Context: an optimization exercise on an open-source flow, tuned for small area, a short achievable clock period and few clock cycles. The choices shown serve that exercise and are no tape-out recipe. The RTL was checked by simulation tests, not by an equivalence proof against the original design. No activity file was given, so power comes from the tool's default toggle rates.

// mac_top
module mac_top (
    input  logic         CLK,
    input  logic         RSTN,
    input  logic [11:0]  mnt_i,        
    input  logic         start_i,
    output logic         done_o,
    output logic [3:0]   w_rd_o,       
    input  logic [63:0]  w_rdata_i,    
    output logic [3:0]   i_rd_o,       
    input  logic [63:0]  i_rdata_i,    
    output logic [68:0]  o_wr_o        
);
    localparam int LAT = 2;        
    logic [3:0] m_dim, n_dim, t_dim;
    assign m_dim = mnt_i[11:8];
    assign n_dim = mnt_i[7:4];
    assign t_dim = mnt_i[3:0];
    logic        active_q;     
    logic        busy_q;       
    logic [1:0]  lane_q;       
    logic [2:0]  row_q;        
    logic [LAT:0] wl_q;        
    logic [LAT:0] first_q;     
    logic [3:0]   mask_q;      
    logic [63:0] acc_q;        
    logic        wen_q;
    logic [2:0]  waddr_q;      
    logic        done_q;
    logic        accept, rd_valid, first, lastl, fin;
    logic [1:0]  mlast;
    assign accept   = start_i && !active_q;
    assign mlast    = (n_dim == 4'd0) ? 2'd0 : m_dim[1:0] - 2'd1;
    assign rd_valid = busy_q || (accept && mlast == 2'd3);     
    assign first    = (lane_q == mlast);
    assign lastl    = (lane_q == 2'd0);
    assign fin      = lastl && ({1'b0, row_q} == t_dim - 4'd1);
    always_ff @(posedge CLK or negedge RSTN) begin
        if (!RSTN) begin
            active_q <= 1'b0;
            busy_q   <= 1'b0;
            lane_q   <= 2'd3;
            row_q    <= 3'd0;
            wl_q     <= '0;
  ...
clock: 5.5 ns
lec_check: 0
cap_margin: 20
core_margin: 2
core_utilization: 30
place_density: 0.45
setup_slack_margin: 3.0
slew_margin: 20
synth_hierarchical: 1
standard.sh (not shown) runs the stock make flow with config.mk's settings and CLKGATE_MAP_FILE= SYNTH_SCRIPT=/design/flow/synth_recipe.tcl, a recipe that flattens the netlist after the stock synthesis.
==> flow/flow/run.sh <==
#!/bin/bash
# The standard layout with two changes:
#  - the smallest buffer on every port (repair_timing upsizes the ones on
#    critical paths)
#  - a clock tree of fewer, larger leaf clusters and no dummy loads
bash standard.sh \
  "BUFFER_PORTS_ARGS=-buffer_cell sky130_fd_sc_hd__buf_1" \
  "CTS_ARGS=-sink_clustering_enable -sink_clustering_size 24 -sink_clustering_max_diameter 80 -buf_list {sky130_fd_sc_hd__clkbuf_8 sky130_fd_sc_hd__clkbuf_16} -dont_use_dummy_load -repair_clock_nets" \
  finish > standard.log 2>&1
Testbench counts at the start, summed over its fixed seeds: cycles 5,706.
Then changed:
Settings changed: ABC_AREA set to 1, PLACE_DENSITY 0.45 to not set.
The new run ran to the end with no violations.
Wire length goes down by 1.7%.
Sequential power goes down by 7.7%.
Total power goes down by 1.9%.
Combinational power goes up by about 1%.
Synthesized area goes up by 6.4%.
Cell count goes up by 20%.
Clock-buffer cell count is unchanged.
Then changed:
Settings changed: ABC_AREA 1 to not set, SETUP_SLACK_MARGIN 3.0 to 3.1.
What happened:
- worst setup slack improved by 0.019 ns
- clock power stays flat
- power climbs by about 6%
- wire length goes down by 4.1%
- cell count went down by 16%
- maximum frequency rose by about 0.8%
- design area came out lower by about 3.2%
- global-route usage is lower by 0.26 points
- critical path depth climbs by 1
Then changed:
--- a/flow/flow/run.sh
+++ b/flow/flow/run.sh
@@ -8 +8 @@
-  "CTS_ARGS=-sink_clustering_enable -sink_clustering_size 24 -sink_clustering_max_diameter 80 -buf_list {sky130_fd_sc_hd__clkbuf_8 sky130_fd_sc_hd__clkbuf_16} -dont_use_dummy_load -repair_clock_nets" \
+  "CTS_ARGS=-sink_clustering_enable -sink_clustering_size 18 -sink_clustering_max_diameter 60 -buf_list {sky130_fd_sc_hd__clkbuf_8} -dont_use_dummy_load -repair_clock_nets" \
Settings changed: SETUP_SLACK_MARGIN 3.1 to 3.0.
- sequential power barely changes
- wire length grows by 0.75%
- cell count shrinks by 0.54%
- combinational power went down by about 3%
- synthesized area does not change
- setup slack is worse by 0.020 ns
- utilization went down by 1.2 points
Then changed:
--- a/flow/flow/run.sh
+++ b/flow/flow/run.sh
@@ -8 +8 @@
-  "CTS_ARGS=-sink_clustering_enable -sink_clustering_size 18 -sink_clustering_max_diameter 60 -buf_list {sky130_fd_sc_hd__clkbuf_8} -dont_use_dummy_load -repair_clock_nets" \
+  "CTS_ARGS=-sink_clustering_enable -sink_clustering_size 24 -sink_clustering_max_diameter 80 -buf_list {sky130_fd_sc_hd__clkbuf_8 sky130_fd_sc_hd__clkbuf_16} -dont_use_dummy_load -repair_clock_nets" \
Settings changed: TNS_END_PERCENT set to 5.
The changed run passed the timing, design-rule and antenna checks. Non-clock buffer count goes up by 1. Synthesized cell count does not change. Cell area rose by 0.97%. Area after synthesis does not change. Routed wire length is about the same. Die area is unchanged.
Then changed:
Settings changed: CORE_UTILIZATION 30 to 36, TNS_END_PERCENT 5 to not set.
Result:
- clock-buffer cell count falls by 3
- synthesized area is unchanged
- final area goes down by 1.2%
- via count falls by 0.96%
- wire length came out lower by 5.5%
- total power shrinks by 3.3%
- die area is lower by 16%
- setup slack loses 0.032 ns

* * *

rev 12:
Starting RTL as in the previous note.
==> flow/config.mk <==
export PLATFORM = sky130hd
export DESIGN_NAME = mac_top
export DESIGN_NICKNAME = mac_top
export VERILOG_FILES = /design/flow/design.v
export SDC_FILE = /design/flow/constraint.sdc
export NUM_CORES = 4
export LEC_CHECK = 0
export CAP_MARGIN = 20
export CORE_MARGIN = 2
export CORE_UTILIZATION = 30
export PLACE_DENSITY = 0.75
export SETUP_SLACK_MARGIN = 3.0
export SLEW_MARGIN = 20
export SYNTH_HIERARCHICAL = 1
==> flow/constraint.sdc <==
create_clock -name core_clock -period 5.5 [get_ports {CLK}]
set_input_delay 1.1000 -clock core_clock [delete_from_list [all_inputs] [get_ports {CLK}]]
set_output_delay 1.1000 -clock core_clock [all_outputs]
set_load 0.01 [all_outputs]
==> flow/flow/run.sh <==
#!/bin/bash
# The standard layout with two changes:
#  - the smallest buffer on every port (repair_timing upsizes the ones on
#    critical paths)
#  - a clock tree of fewer, larger leaf clusters and no dummy loads
bash standard.sh \
  "BUFFER_PORTS_ARGS=-buffer_cell sky130_fd_sc_hd__buf_1" \
  "CTS_ARGS=-sink_clustering_enable -sink_clustering_size 24 -sink_clustering_max_diameter 80 -buf_list {sky130_fd_sc_hd__clkbuf_8 sky130_fd_sc_hd__clkbuf_16} -dont_use_dummy_load -repair_clock_nets" \
  finish > standard.log 2>&1
The flow did not stop early for rev 12: all stages ran, and the layout cleared the timing, design-rule and antenna checks.
Testbench counts of rev 12, summed over its fixed seeds: cycles 5,706.
Here is what was changed in the inputs of rev 13 compared with rev 12.
Settings: removing PLACE_DENSITY (formerly 0.75).
Notes after the runs:
On period utilization: rev 13 sits below rev 12.
Cell area after layout for rev 13: 0.52% down relative to rev 12
The number of pins with negative max-slew slack in the final report of rev 13 and that of rev 12 are within noise of each other.
Compared with rev 12, rev 13 shows final cell utilization of the core lower by 0.18 points.

## static timing again, ports no longer ideal
How much do the figures lean on ideal ports? The routed layouts below were timed once more, with nothing changed but the port constraints.
Step 1 sets driving cells, clkbuf_16 on the clock port and buf_2 on the other inputs (assumed; they add their load-dependent delay and slew).
Step 2 adds t to the input delays and takes it off the output delays; t is the mean of the earliest and latest rising clock arrival at the registers after step 1. Input paths then give back, and output paths get back, about the clock's delay inside the block.
a / b / c = ideal ports / drivers / drivers and shift; a / b = the first two.
run	t (ns)	slack for setup (ns)	worst hold slack (ns)	worst setup path at the end
the first run of note 1	0.536	2.922 / 2.947 / 2.411	0.322 / 0.322 / 0.322	input to register
the second run of note 1	0.537	3.014 / 3.036 / 2.499	0.330 / 0.330 / 0.330	input to register
the third run of note 1	0.545	3.033 / 3.033 / 2.563	0.321 / 0.321 / 0.321	input to register
the fourth run of note 1	0.580	3.013 / 3.028 / 2.451	0.297 / 0.297 / 0.297	input to register
the fifth run of note 1	0.533	2.926 / 2.924 / 2.391	0.322 / 0.322 / 0.322	input to register
the sixth run of note 1	0.526	2.895 / 2.920 / 2.394	0.310 / 0.310 / 0.310	input to register
rev 12	0.526	2.977 / 2.993 / 2.467	0.335 / 0.335 / 0.335	input to register
rev 13	0.523	3.012 / 3.027 / 2.503	0.321 / 0.321 / 0.321	input to register
After both steps every run listed still meets setup and hold. For the fourth run of note 1, which loses most, drivers alone change the setup slack by +0.015 ns; drivers and shift together by -0.562 ns.
